What follows belongs to an exercise in optimizing a design on an open flow for small area, a short achievable clock period and few clock cycles; a production flow would make more cautious choices. Only simulation tests tie the RTL to the original design; equivalence was not proved. Power is estimated from default activity; no workload was simulated.

<file path="flow/config.mk">
export PLATFORM = sky130hd
export DESIGN_NAME = csc_chip
export DESIGN_NICKNAME = csc_chip
export VERILOG_FILES = /design/flow/design.v
export SDC_FILE = /design/flow/constraint.sdc
export NUM_CORES = 4
export LEC_CHECK = 0
export CAP_MARGIN = 20
export CORE_MARGIN = 2
export CORE_UTILIZATION = 40
export SLEW_MARGIN = 20
</file>
<file path="flow/run.sh">
#!/bin/bash
# synth_recipe.tcl (not shown) runs the flow's synth.tcl, then flattens the netlist and writes it again
# the make line also repeats each setting of config.mk as NAME=value (left out here)
make -C /OpenROAD-flow-scripts/flow DESIGN_CONFIG=/design/flow/config.mk WORK_HOME=/design/flow/orfs CLKGATE_MAP_FILE= SYNTH_SCRIPT=/design/flow/synth_recipe.tcl finish
</file>
<file path="flow/constraint.sdc">
create_clock -name core_clock -period 10.0 [get_ports {CLOCK_50_I}]
set_input_delay 2.0000 -clock core_clock [delete_from_list [all_inputs] [get_ports {CLOCK_50_I}]]
set_output_delay 2.0000 -clock core_clock [all_outputs]
set_load 0.01 [all_outputs]
</file>
<file path="flow/design.v">
package csc_pkg;
	localparam int ADDR_W = 18;  
	localparam int DATA_W = 16;
	typedef logic [ADDR_W-1:0] addr_t;
	typedef logic [DATA_W-1:0] mem_word_t;
	typedef logic [7:0] pix_t;  
	typedef struct packed {
		logic en;
		logic we;
		addr_t addr;
		mem_word_t wdata;
	} mem_req_t;
	typedef struct packed {
		logic psel;
		logic penable;
		logic pwrite;
		logic [7:0] paddr;
		logic [31:0] pwdata;
	} apb_req_t;
	typedef struct packed {
		logic [31:0] prdata;
		logic pready;
		logic pslverr;
	} apb_rsp_t;
	typedef struct packed {
		pix_t y_even;
		pix_t y_odd;
		pix_t u_even;
		pix_t u_odd;
		pix_t v_even;
		pix_t v_odd;
	} yuv_pair_t;
	typedef struct packed {
		mem_word_t word0;
		mem_word_t word1;
		mem_word_t word2;
	} rgb_pair_t;
	typedef struct packed {
		logic done;
		logic busy;
	} csc_status_t;
	typedef enum logic [2:0] {S_IDLE, S_Y, S_CHROMA, S_MAT, S_WR} seq_state_e;
	typedef enum logic [7:0] {
		REG_CTRL   = 8'h00,
		REG_STATUS = 8'h04,
		REG_PAIRS  = 8'h08
	} apb_reg_e;
	localparam int TAP_21 = 21;
	localparam int TAP_52 = 52;
	localparam int TAP_159 = 159;
	localparam int FIR_ROUND = 128;
	localparam int FIR_SHIFT = 8;
	localparam int C_Y = 76284;
	localparam int C_RV = 104595;
	localparam int C_GU = 25624;
	localparam int C_GV = 53281;
	localparam int C_BU = 132251;
	localparam int MAT_SHIFT = 16;
	localparam int Y_OFS = 16;
	localparam int C_OFS = 128;
	function automatic pix_t clip_pix(input int v);
		pix_t r;
		if (v < 0) r = '0;
		else if (v > 255) r = '1;
		else r = v[7:0];
		clip_pix = r;
	endfunction
endpackage
`timescale 1ns/1ns
module csc_apb_regs #(
	parameter int TOTAL_PAIRS = 38400
) (
	input logic CLOCK_50_I,
	input logic resetn,
	input csc_pkg::apb_req_t apb_req,
	output csc_pkg::apb_rsp_t apb_rsp,
	input logic run_end,
	input logic pair_written,
	output logic start,
	output logic busy
);
	logic access;
	logic wr_ctrl;
	logic accept;
	logic done;
	logic [31:0] pair_cnt;
	csc_pkg::csc_status_t status;
	assign access = apb_req.psel && apb_req.penable;  
	assign wr_ctrl = access && apb_req.pwrite && (apb_req.paddr == csc_pkg::REG_CTRL);
	assign accept = wr_ctrl && apb_req.pwdata[0] && !busy;
	assign status = {done, busy};
	always_comb begin
		apb_rsp = '0;
		apb_rsp.pready = 1'b1;
		case (apb_req.paddr)
			csc_pkg::REG_CTRL: apb_rsp.prdata = '0;  
			csc_pkg::REG_STATUS: begin
				apb_rsp.prdata = 32'(status);
				apb_rsp.pslverr = access && apb_req.pwrite;  
			end
			csc_pkg::REG_PAIRS: begin
				apb_rsp.prdata = pair_cnt;
				apb_rsp.pslverr = access && apb_req.pwrite;
			end
			default: apb_rsp.pslverr = access;
		endcase
	end
	always_ff @(posedge CLOCK_50_I or negedge resetn) begin
		if (!resetn) begin
			start <= 1'b0;
			busy <= 1'b0;
			done <= 1'b0;
			pair_cnt <= '0;
		end else begin
			start <= accept;  
			if (accept) begin
				busy <= 1'b1;
				done <= 1'b0;
				pair_cnt <= '0;
			end else begin
				if (run_end) begin
					busy <= 1'b0;
					done <= 1'b1;  
				end
				if (pair_written) pair_cnt <= pair_cnt + 32'd1;
			end
		end
	end
endmodule
`timescale 1ns/1ns
module csc_sequencer #(
	parameter int ROW_PIXELS = 320,
	parameter int ROWS = 240
) (
	input logic CLOCK_50_I,
	input logic resetn,
	input logic start,
	output csc_pkg::mem_req_t mem_req,
	input csc_pkg::mem_word_t mem_rdata,
	output logic row_load,
	output logic push,
	output csc_pkg::pix_t u_in,
	output csc_pkg::pix_t v_in,
	input csc_pkg::pix_t u_even,
	input csc_pkg::pix_t u_odd,
	input csc_pkg::pix_t v_even,
	input csc_pkg::pix_t v_odd,
	output csc_pkg::yuv_pair_t pair_in,
	output logic pair_valid,
	input csc_pkg::rgb_pair_t rgb_out,
	input logic rgb_valid,
	output logic pair_written,
	output logic run_end
);
	typedef logic [15:0] cnt_t;
	localparam int PAIRS_ROW = ROW_PIXELS / 2;  
	localparam int U_BASE = ROW_PIXELS * ROWS / 2;
	localparam int V_BASE = U_BASE + ROW_PIXELS * ROWS / 4;
	localparam int RGB_BASE = V_BASE + ROW_PIXELS * ROWS / 4;
	csc_pkg::seq_state_e state;
	logic [2:0] step;
	logic priming;  
	cnt_t samp;  
	cnt_t pair_cnt, row_cnt;
	csc_pkg::addr_t y_addr, u_addr, v_addr, rgb_addr;
	csc_pkg::mem_word_t y_word, u_word, v_word;
	csc_pkg::rgb_pair_t rgb_hold;
	logic shift_en;
	logic need;
	assign shift_en = priming || (pair_cnt != '0);  
	assign need = shift_en && !samp[0] && (samp < cnt_t'(PAIRS_ROW));
	always_ff @(posedge CLOCK_50_I or negedge resetn) begin
		if (!resetn) begin
			state <= csc_pkg::S_IDLE;
			step <= '0;
			priming <= 1'b0;
			samp <= '0;
			pair_cnt <= '0;
			row_cnt <= '0;
			y_addr <= '0;
			u_addr <= '0;
			v_addr <= '0;
			rgb_addr <= '0;
			mem_req <= '0;
			row_load <= 1'b0;
			push <= 1'b0;
			pair_valid <= 1'b0;
			pair_written <= 1'b0;
			run_end <= 1'b0;
		end else begin
			mem_req.en <= 1'b0;
			row_load <= 1'b0;
			push <= 1'b0;
			pair_valid <= 1'b0;
			pair_written <= 1'b0;
			run_end <= 1'b0;
			case (state)
				csc_pkg::S_IDLE: if (start) begin
					y_addr <= '0;
					u_addr <= csc_pkg::addr_t'(U_BASE);
					v_addr <= csc_pkg::addr_t'(V_BASE);
					rgb_addr <= csc_pkg::addr_t'(RGB_BASE);
					row_cnt <= '0;
					pair_cnt <= '0;
					samp <= '0;
					priming <= 1'b1;
					step <= '0;
					state <= csc_pkg::S_CHROMA;
				end
				csc_pkg::S_Y: begin
					mem_req <= {1'b1, 1'b0, y_addr, 16'h0};
					step <= '0;
					state <= csc_pkg::S_CHROMA;
				end
				csc_pkg::S_CHROMA: begin
					step <= step + 3'd1;
					case (step)
						3'd0: if (need) mem_req <= {1'b1, 1'b0, u_addr, 16'h0};
						3'd1: if (need) mem_req <= {1'b1, 1'b0, v_addr, 16'h0};
						3'd4: begin  
							row_load <= priming && (samp == '0);
							push <= shift_en && !(priming && (samp == '0));
							if (shift_en) samp <= samp + cnt_t'(1);
							if (need) begin
								u_addr <= u_addr + csc_pkg::addr_t'(1);
								v_addr <= v_addr + csc_pkg::addr_t'(1);
							end
							if (priming && (samp == cnt_t'(3))) begin
								priming <= 1'b0;
								state <= csc_pkg::S_Y;
							end else if (priming) begin
								step <= '0;
							end
						end
						3'd6: begin  
							step <= '0;
							state <= csc_pkg::S_MAT;
						end
						default: ;
					endcase
				end
				csc_pkg::S_MAT: begin
					if (step == '0) begin
						pair_valid <= 1'b1;
						step <= 3'd1;
					end else if (rgb_valid) begin
						mem_req <= {1'b1, 1'b1, rgb_addr, rgb_out.word0};
						step <= '0;
						state <= csc_pkg::S_WR;
					end
				end
				csc_pkg::S_WR: begin
					step <= step + 3'd1;
					if (step == 3'd0) begin
						mem_req <= {1'b1, 1'b1, rgb_addr + csc_pkg::addr_t'(1), rgb_hold.word1};
					end else if (step == 3'd1) begin
						mem_req <= {1'b1, 1'b1, rgb_addr + csc_pkg::addr_t'(2), rgb_hold.word2};
						pair_written <= 1'b1;
					end else begin
						y_addr <= y_addr + csc_pkg::addr_t'(1);
						rgb_addr <= rgb_addr + csc_pkg::addr_t'(3);
						if (pair_cnt != cnt_t'(PAIRS_ROW - 1)) begin
							pair_cnt <= pair_cnt + cnt_t'(1);
							state <= csc_pkg::S_Y;
						end else if (row_cnt == cnt_t'(ROWS - 1)) begin
							run_end <= 1'b1;
							state <= csc_pkg::S_IDLE;
						end else begin  
							row_cnt <= row_cnt + cnt_t'(1);
							pair_cnt <= '0;
							samp <= '0;
							priming <= 1'b1;
							step <= '0;
							state <= csc_pkg::S_CHROMA;
						end
					end
				end
				default: state <= csc_pkg::S_IDLE;
			endcase
		end
	end
	always_ff @(posedge CLOCK_50_I) begin
		if (state == csc_pkg::S_CHROMA) begin
			if (step == 3'd2 && !priming) y_word <= mem_rdata;
			if (step == 3'd3 && need) u_word <= mem_rdata;
			if (step == 3'd4) begin
				u_in <= need ? u_word[15:8] : u_word[7:0];
				v_in <= need ? mem_rdata[15:8] : v_word[7:0];
				if (need) v_word <= mem_rdata;
			end
		end
		if (state == csc_pkg::S_MAT && step == '0) begin
			pair_in <= {y_word[15:8], y_word[7:0], u_even,
				u_odd, v_even, v_odd};
		end
		if (state == csc_pkg::S_MAT && rgb_valid) rgb_hold <= rgb_out;
	end
endmodule
`timescale 1ns/1ns
module chroma_upsampler (
	input logic CLOCK_50_I,
	input logic resetn,
	input logic row_load,
	input logic push,
	input csc_pkg::pix_t u_in,
	input csc_pkg::pix_t v_in,
	output csc_pkg::pix_t u_even,
	output csc_pkg::pix_t u_odd,
	output csc_pkg::pix_t v_even,
	output csc_pkg::pix_t v_odd
);
	logic [1:0][5:0][7:0] win;
	logic [1:0][7:0] smp_in;
	logic [1:0][7:0] even_q;
	logic [1:0][7:0] odd_q;
	function automatic csc_pkg::pix_t fir_odd(input logic [5:0][7:0] w);
		int s21, s52, s159;
		int acc;
		s21 = int'(w[0]) + int'(w[5]);  
		s52 = int'(w[1]) + int'(w[4]);
		s159 = int'(w[2]) + int'(w[3]);
		acc = csc_pkg::TAP_21 * s21 - csc_pkg::TAP_52 * s52
			+ csc_pkg::TAP_159 * s159 + csc_pkg::FIR_ROUND;
		fir_odd = csc_pkg::clip_pix(acc >>> csc_pkg::FIR_SHIFT);
	endfunction
	assign smp_in = {v_in, u_in};
	always_ff @(posedge CLOCK_50_I or negedge resetn) begin
		if (!resetn) begin
			win <= '0;
			even_q <= '0;
			odd_q <= '0;
		end else begin
			for (int ch = 0; ch < 2; ch++) begin
				if (row_load) begin
					win[ch] <= {6{smp_in[ch]}};  
				end else if (push) begin
					win[ch] <= {smp_in[ch], win[ch][5:1]};
				end
				even_q[ch] <= win[ch][2];
				odd_q[ch] <= fir_odd(win[ch]);
			end
		end
	end
	assign u_even = even_q[0];
	assign u_odd = odd_q[0];
	assign v_even = even_q[1];
	assign v_odd = odd_q[1];
endmodule
`timescale 1ns/1ns
module rgb_matrix (
	input logic CLOCK_50_I,
	input logic resetn,
	input csc_pkg::yuv_pair_t pair_in,
	input logic pair_valid,
	output csc_pkg::rgb_pair_t rgb_out,
	output logic rgb_valid
);
	logic [1:0][7:0] y_px, u_px, v_px;  
	logic signed [9:0] y1 [2];
	logic signed [9:0] u1 [2];
	logic signed [9:0] v1 [2];
	int r2 [2];
	int g2 [2];
	int b2 [2];
	logic [1:0] vld;
	function automatic csc_pkg::pix_t to_pix(input int acc);
		to_pix = csc_pkg::clip_pix(acc >>> csc_pkg::MAT_SHIFT);
	endfunction
	assign y_px = {pair_in.y_odd, pair_in.y_even};
	assign u_px = {pair_in.u_odd, pair_in.u_even};
	assign v_px = {pair_in.v_odd, pair_in.v_even};
	always_ff @(posedge CLOCK_50_I or negedge resetn) begin
		if (!resetn) begin
			vld <= '0;
			rgb_valid <= 1'b0;
		end else begin
			vld <= {vld[0], pair_valid};
			rgb_valid <= vld[1];
		end
	end
	always_ff @(posedge CLOCK_50_I) begin
		for (int px = 0; px < 2; px++) begin
			y1[px] <= 10'(int'(y_px[px]) - csc_pkg::Y_OFS);
			u1[px] <= 10'(int'(u_px[px]) - csc_pkg::C_OFS);
			v1[px] <= 10'(int'(v_px[px]) - csc_pkg::C_OFS);
			r2[px] <= csc_pkg::C_Y * int'(y1[px]) + csc_pkg::C_RV * int'(v1[px]);
			g2[px] <= csc_pkg::C_Y * int'(y1[px]) - csc_pkg::C_GU * int'(u1[px])
				- csc_pkg::C_GV * int'(v1[px]);
			b2[px] <= csc_pkg::C_Y * int'(y1[px]) + csc_pkg::C_BU * int'(u1[px]);
		end
		rgb_out.word0 <= {to_pix(r2[0]), to_pix(g2[0])};
		rgb_out.word1 <= {to_pix(b2[0]), to_pix(r2[1])};
		rgb_out.word2 <= {to_pix(g2[1]), to_pix(b2[1])};
	end
endmodule
`timescale 1ns/1ns
module csc_top #(
	parameter int ROW_PIXELS = 320,
	parameter int ROWS = 240
) (
	input logic CLOCK_50_I,
	input logic resetn,
	input csc_pkg::apb_req_t apb_req,
	output csc_pkg::apb_rsp_t apb_rsp,
	output csc_pkg::mem_req_t mem_req,
	input csc_pkg::mem_word_t mem_rdata
);
	logic start;
	logic run_end;
	logic pair_written;
	logic row_load;
	logic push;
	csc_pkg::pix_t u_in, v_in;
	csc_pkg::pix_t u_even, u_odd, v_even, v_odd;
	csc_pkg::yuv_pair_t pair_in;
	logic pair_valid;
	csc_pkg::rgb_pair_t rgb_out;
	logic rgb_valid;
	csc_apb_regs #(
		.TOTAL_PAIRS(ROW_PIXELS * ROWS / 2)
	) u_regs (
		.CLOCK_50_I(CLOCK_50_I),
		.resetn(resetn),
		.apb_req(apb_req),
		.apb_rsp(apb_rsp),
		.run_end(run_end),
		.pair_written(pair_written),
		.start(start),
		.busy()  
	);
	csc_sequencer #(
		.ROW_PIXELS(ROW_PIXELS),
		.ROWS(ROWS)
	) u_seq (
		.CLOCK_50_I(CLOCK_50_I),
		.resetn(resetn),
		.start(start),
		.mem_req(mem_req),
		.mem_rdata(mem_rdata),
		.row_load(row_load),
		.push(push),
		.u_in(u_in),
		.v_in(v_in),
		.u_even(u_even),
		.u_odd(u_odd),
		.v_even(v_even),
		.v_odd(v_odd),
		.pair_in(pair_in),
		.pair_valid(pair_valid),
		.rgb_out(rgb_out),
		.rgb_valid(rgb_valid),
		.pair_written(pair_written),
		.run_end(run_end)
	);
	chroma_upsampler u_ups (
		.CLOCK_50_I(CLOCK_50_I),
		.resetn(resetn),
		.row_load(row_load),
		.push(push),
		.u_in(u_in),
		.v_in(v_in),
		.u_even(u_even),
		.u_odd(u_odd),
		.v_even(v_even),
		.v_odd(v_odd)
	);
	rgb_matrix u_mat (
		.CLOCK_50_I(CLOCK_50_I),
		.resetn(resetn),
		.pair_in(pair_in),
		.pair_valid(pair_valid),
		.rgb_out(rgb_out),
		.rgb_valid(rgb_valid)
	);
endmodule
`timescale 1ns/1ns
module csc_chip (
	input logic CLOCK_50_I,
	input logic resetn,
	input logic psel,
	input logic penable,
	input logic pwrite,
	input logic [7:0] paddr,
	input logic [31:0] pwdata,
	output logic [31:0] prdata,
	output logic pready,
	output logic pslverr,
	output logic mem_en,
	output logic mem_we,
	output logic [17:0] mem_addr,
	output logic [15:0] mem_wdata,
	input logic [15:0] mem_rdata
);
	csc_pkg::apb_req_t apb_req;
	csc_pkg::apb_rsp_t apb_rsp;
	csc_pkg::mem_req_t mem_req;
	assign apb_req = {psel, penable, pwrite, paddr, pwdata};
	assign prdata = apb_rsp.prdata;
	assign pready = apb_rsp.pready;
	assign pslverr = apb_rsp.pslverr;
	assign mem_en = mem_req.en;
	assign mem_we = mem_req.we;
	assign mem_addr = mem_req.addr;
	assign mem_wdata = mem_req.wdata;
	csc_top #(
		.ROW_PIXELS(160),
		.ROWS(120)
	) u_csc (
		.CLOCK_50_I(CLOCK_50_I),
		.resetn(resetn),
		.apb_req(apb_req),
		.apb_rsp(apb_rsp),
		.mem_req(mem_req),
		.mem_rdata(mem_rdata)
	);
endmodule
</file>
==> qor.yml <==
detailed_routing:
  drt_first_pass_iters: 7
  viasPerCell: 5.00
  vias: 40100
  ant_nets: 0
  wirelength_mm: 131
  avgRoutedWirePerCell_um: 16.4
  drc_errors: 0
  drtIter0Drc: 2150
floorplanning:
  core.rowCount: 140
  die_area_mm2: 0.149
  initial_core_util: 0.403
  coreArea_mm2: 0.145
  pin_count: 131
  fp.dieH_um: 387
  fp.dieW_um: 387
sta:
  setup_viol: 0
  worst_slew_pin_slew_ns: 1.04
  min_period_over_period: 0.900
  period_minus_slack_ns: 9.00
  hold_slack_ns: 0.306
  timing.setup.tns_ns: 0
  finalMaxSlewViolations: 0
  hold_viol: 0
  clock_skew_ns: 0.0379
  fmax_mhz: 111
  rsz0062_at_grt: "false"
  slew_headroom: 0.306
cts:
  cts_setup_buffers: 0
  clkTransAtPathRegs_ns: 0.07
  hold_buffers: 0
  cts.path.max_buffers: 3
  cts_root_buffer: "clkbuf_16"
  cts_resized: 0
  numCtsBuffers: 70
  cts.sinks: 644
  clock_latency_ns: 0.64
  htreeDepth: 3
  cts_tree: "built"
worst_hold_path:
  hold_path_startpoint: "u_csc.u_seq.pair_in[30]$_DFFE_PP_"
  min_to: "u_csc.u_mat.u1[0][6]$_DFF_P_"
  hp-class: "register to register"
  min_path_cells: 0
synth:
  synthesis.nets: 7576
  yosys_warnings: 10
  synth_seq_cells: 644
  synth_edf_count: 136
  ys_types: 82
  syn_area_per_cell_um2: 9.83
  synth_ff_type: "dfrtp_1"
  async_flop_share: 0.519
  netlist_instances: 5953
  seq_area_frac_synth: 0.272
  synthesis.area_mm2: 0.0585
grt:
  grt_pass1_wl_mm: 217
  grt_pass1_vias: 41200
  grt_antenna_before_repair: 6
  overflow: 0
  grt_max_degree: 153
  gr-usage-all-layers: 0.178
outcome:
  status: "no timing/DRC/antenna violations"
critical_path:
  critical_path_class: "register to register"
  timing.rr.start: "u_csc.u_mat.y1[1][3]$_DFF_P_"
  rr_worst_depth: 27
  crit_path_end_kind: "register"
  rrSetupSlack_ns: 1.00
  cp_data_required_time_ns: 10.51
  cp_max_fo: 6
  worstPathArrival_ns: 9.51
  cp-start-kind: "register"
  r2r_end: "u_csc.u_mat.g2[1][28]$_DFF_P_"
finish:
  mostFrequentLayoutCells: "1126 x ha_1, 1076 x inv_1, 505 x nor2_1, 436 x fa_1, 332 x dfrtp_1"
  final_layout_size_suffix_gt1_frac: 0.0362
  final_nets: 7665
  area_growth_pct: 9.82
  antenna_cells: 0
  n_fill_cell: 13900
  layoutNonFillerInstCount: 8017
  mostFrequentLayoutCell: "ha_1"
placement:
  placedCellCount: 7887
  port_buffers: 98
  hpwl_mm: 108
  gpl.final_weighted_congestion: 0.866
power_and_ir_drop:
  pwr_density_cell_mw_per_mm2: 86.3
  leakagePower_nw: 32.6
  peakVddDrop_v: 0.000125
run:
  cap_violations: 0
[where the power goes]
part | internal [W] | switching [W]
logic | 0.0000494 | 0.000111
registers | 0.00267 | 0.00000661
clock network | 0.00159 | 0.00112
[worst max-delay path: stages, from the launching register on]
cell,delay (ns)
dfxtp_1,0.42
fa_1,0.58
fa_1,0.59
fa_1,0.45
fa_1,0.53
fa_1,0.50
ha_1,0.36
and3_1,0.18
a221o_1,0.34
a2111o_1,0.39
a41oi_2,0.28
xnor2_1,0.39
inv_1,0.24
ha_1,0.35
ha_1,0.31
fa_1,0.48
inv_1,0.05
fa_1,0.49
ha_1,0.22
nor3_1,0.17
o21ai_0,0.15
a31oi_1,0.19
o21a_1,0.30
o211a_1,0.29
o21ai_0,0.15
a21oi_1,0.26
o21bai_1,0.11
xor2_1,0.14
[registers in the layout, summed over array words and instances, names as in the netlist, 16 cells and up]
name	flops
u_csc.u_seq.pair_cnt	16
u_csc.u_mat.b2	26
u_csc.u_ups.even_q	16
u_csc.u_mat.g2	26
u_csc.u_seq.pair_in	48
u_csc.u_seq.rgb_hold	32
u_csc.u_seq.rgb_addr	18
u_csc.u_seq.u_addr	18
u_csc.u_seq.u_word	16
u_csc.u_seq.samp	16
u_csc.u_seq.y_word	16
u_csc.u_ups.odd_q	16
u_csc.u_ups.win	96
u_csc.u_seq.mem_req	36
u_csc.u_seq.v_addr	18
u_csc.u_mat.u1	16
u_csc.u_mat.y1	18
u_csc.u_mat.v1	16
u_csc.u_mat.r2	24
u_csc.u_mat.rgb_out	48
u_csc.u_regs.pair_cnt	32
u_csc.u_seq.row_cnt	16
u_csc.u_seq.y_addr	18
[cells in the mapped netlist, types with 7 or more instances]
cell type,number,area (um2)
mux2i_1,21,210
fa_1,436,8730
xnor2_1,201,1760
clkbuf_1,101,379
a31oi_1,20,125
and3_1,52,325
a21o_1,59,443
ha_1,1126,14100
nor2_1,507,1900
o22ai_1,23,144
a211oi_1,96,721
a21oi_1,226,1130
buf_1,11,41.3
o21ai_0,156,781
dfxtp_1,174,3480
or2_2,21,131
a22oi_1,19,143
o2111a_1,11,124
nand3_1,103,515
or4_1,8,60.1
o21bai_1,50,375
nor2b_1,129,807
nor3_1,81,405
o41ai_1,10,87.6
mux2_2,33,372
dfrtp_1,334,8360
inv_1,1076,4040
and2_1,45,282
edfxtp_1,136,4080
nand2_1,230,863
nand4_1,38,238
nand2b_1,33,206
o31ai_1,17,128
or3_1,48,300
o21a_1,34,255
xor2_1,156,1370
o211ai_1,7,52.6
nor4_1,14,87.6
[cell type report]
type	instances	area, um2	area share
multi-input combinational	4118	38200	0.594
sequential	644	15900	0.248
inverter	1076	4040	0.0628
tap	1917	2400	0.0373
clock buffer	100	2080	0.0324
timing repair buffer	132	1250	0.0195
clock inverter	30	387	0.00601
[routing by layer]
metal  vias to the layer above  global-route usage  part of all wire
met2                       494               0.301              0.47
met4                         8              0.0421             0.023
met1                     19500               0.244              0.48
li1                      19900                   -                 -
met3                       152              0.0175             0.028
met5                         -                   0           0.00041
[worst max-delay path by stage]
stage	endpoint	from	cells after the start	slack, ns
6_report	u_csc.u_mat.g2[1][28]$_DFF_P_	u_csc.u_mat.y1[1][3]$_DFF_P_	27	1.00
5_1_grt	u_csc.u_mat.g2[0][28]$_DFF_P_	u_csc.u_mat.y1[0][0]$_DFF_P_	36	0.34
4_1_cts	u_csc.u_mat.g2[1][28]$_DFF_P_	u_csc.u_mat.y1[1][3]$_DFF_P_	27	0.94
3_5_place_dp	u_csc.u_mat.g2[1][28]$_DFF_P_	u_csc.u_mat.y1[1][3]$_DFF_P_	27	0.93
3_3_place_gp	u_csc.u_mat.g2[1][28]$_DFF_P_	u_csc.u_mat.y1[1][3]$_DFF_P_	27	1.03
2_1_floorplan	u_csc.u_mat.g2[0][28]$_DFF_P_	u_csc.u_mat.y1[0][0]$_DFF_P_	35	1.98
[cell families (layout without fill, tap and decap cells)]
group           after synthesis  after routing  synth area share
fa+ha+maj                  1563           1563             0.390
simple gates               1337           1337             0.109
buf+inv                    1191           1338            0.0765
compound gates              806            806            0.0895
flops                       644            644             0.272
xor+xnor                    357            357            0.0534
mux                          54             54           0.00994
other cells                   1              1         0.0000641
[through the flow]
stage | area, um2 | power, W | utilization | setup WS, ns
detailed placement | 61800 | 0.00289 | 0.425 | 0.925
global route | 64300 | 0.00574 | 0.442 | 0.341
CTS | 64300 | 0.00561 | 0.442 | 0.945
finish | 64300 | 0.00555 | 0.442 | 1.00
floorplan | 58500 | 0.00281 | - | 1.98
global placement | 61800 | 0.00289 | 0.425 | 1.03
Testbench counts, summed over its fixed seeds: cycles 1,248,032.

static timing again, ports no longer ideal:
No port has a modelled driver above. Below, the same layout with a new extraction and two added sets of constraints. Step 1 sets driving cells, clkbuf_16 on the clock port and buf_2 on the other inputs (assumed; they add their load-dependent delay and slew). Step 2 adds t to the input delays and takes it off the output delays; t is the mean of the earliest and latest rising clock arrival at the registers after step 1. Input paths then give back, and output paths get back, about the clock's delay inside the block. Three values: no drivers, after step 1, after step 2; two values: the first two.
t, ns: 0.691
slack for setup (ns): 1.003 / 1.003 / 1.003
worst setup path after step 2: register to register
slew at the worst register clock pin (ns): 0.07 / 0.07
After both steps setup and hold are still met in this run. For this run, drivers alone change the setup slack by 0.000 ns; drivers and shift together by 0.000 ns.
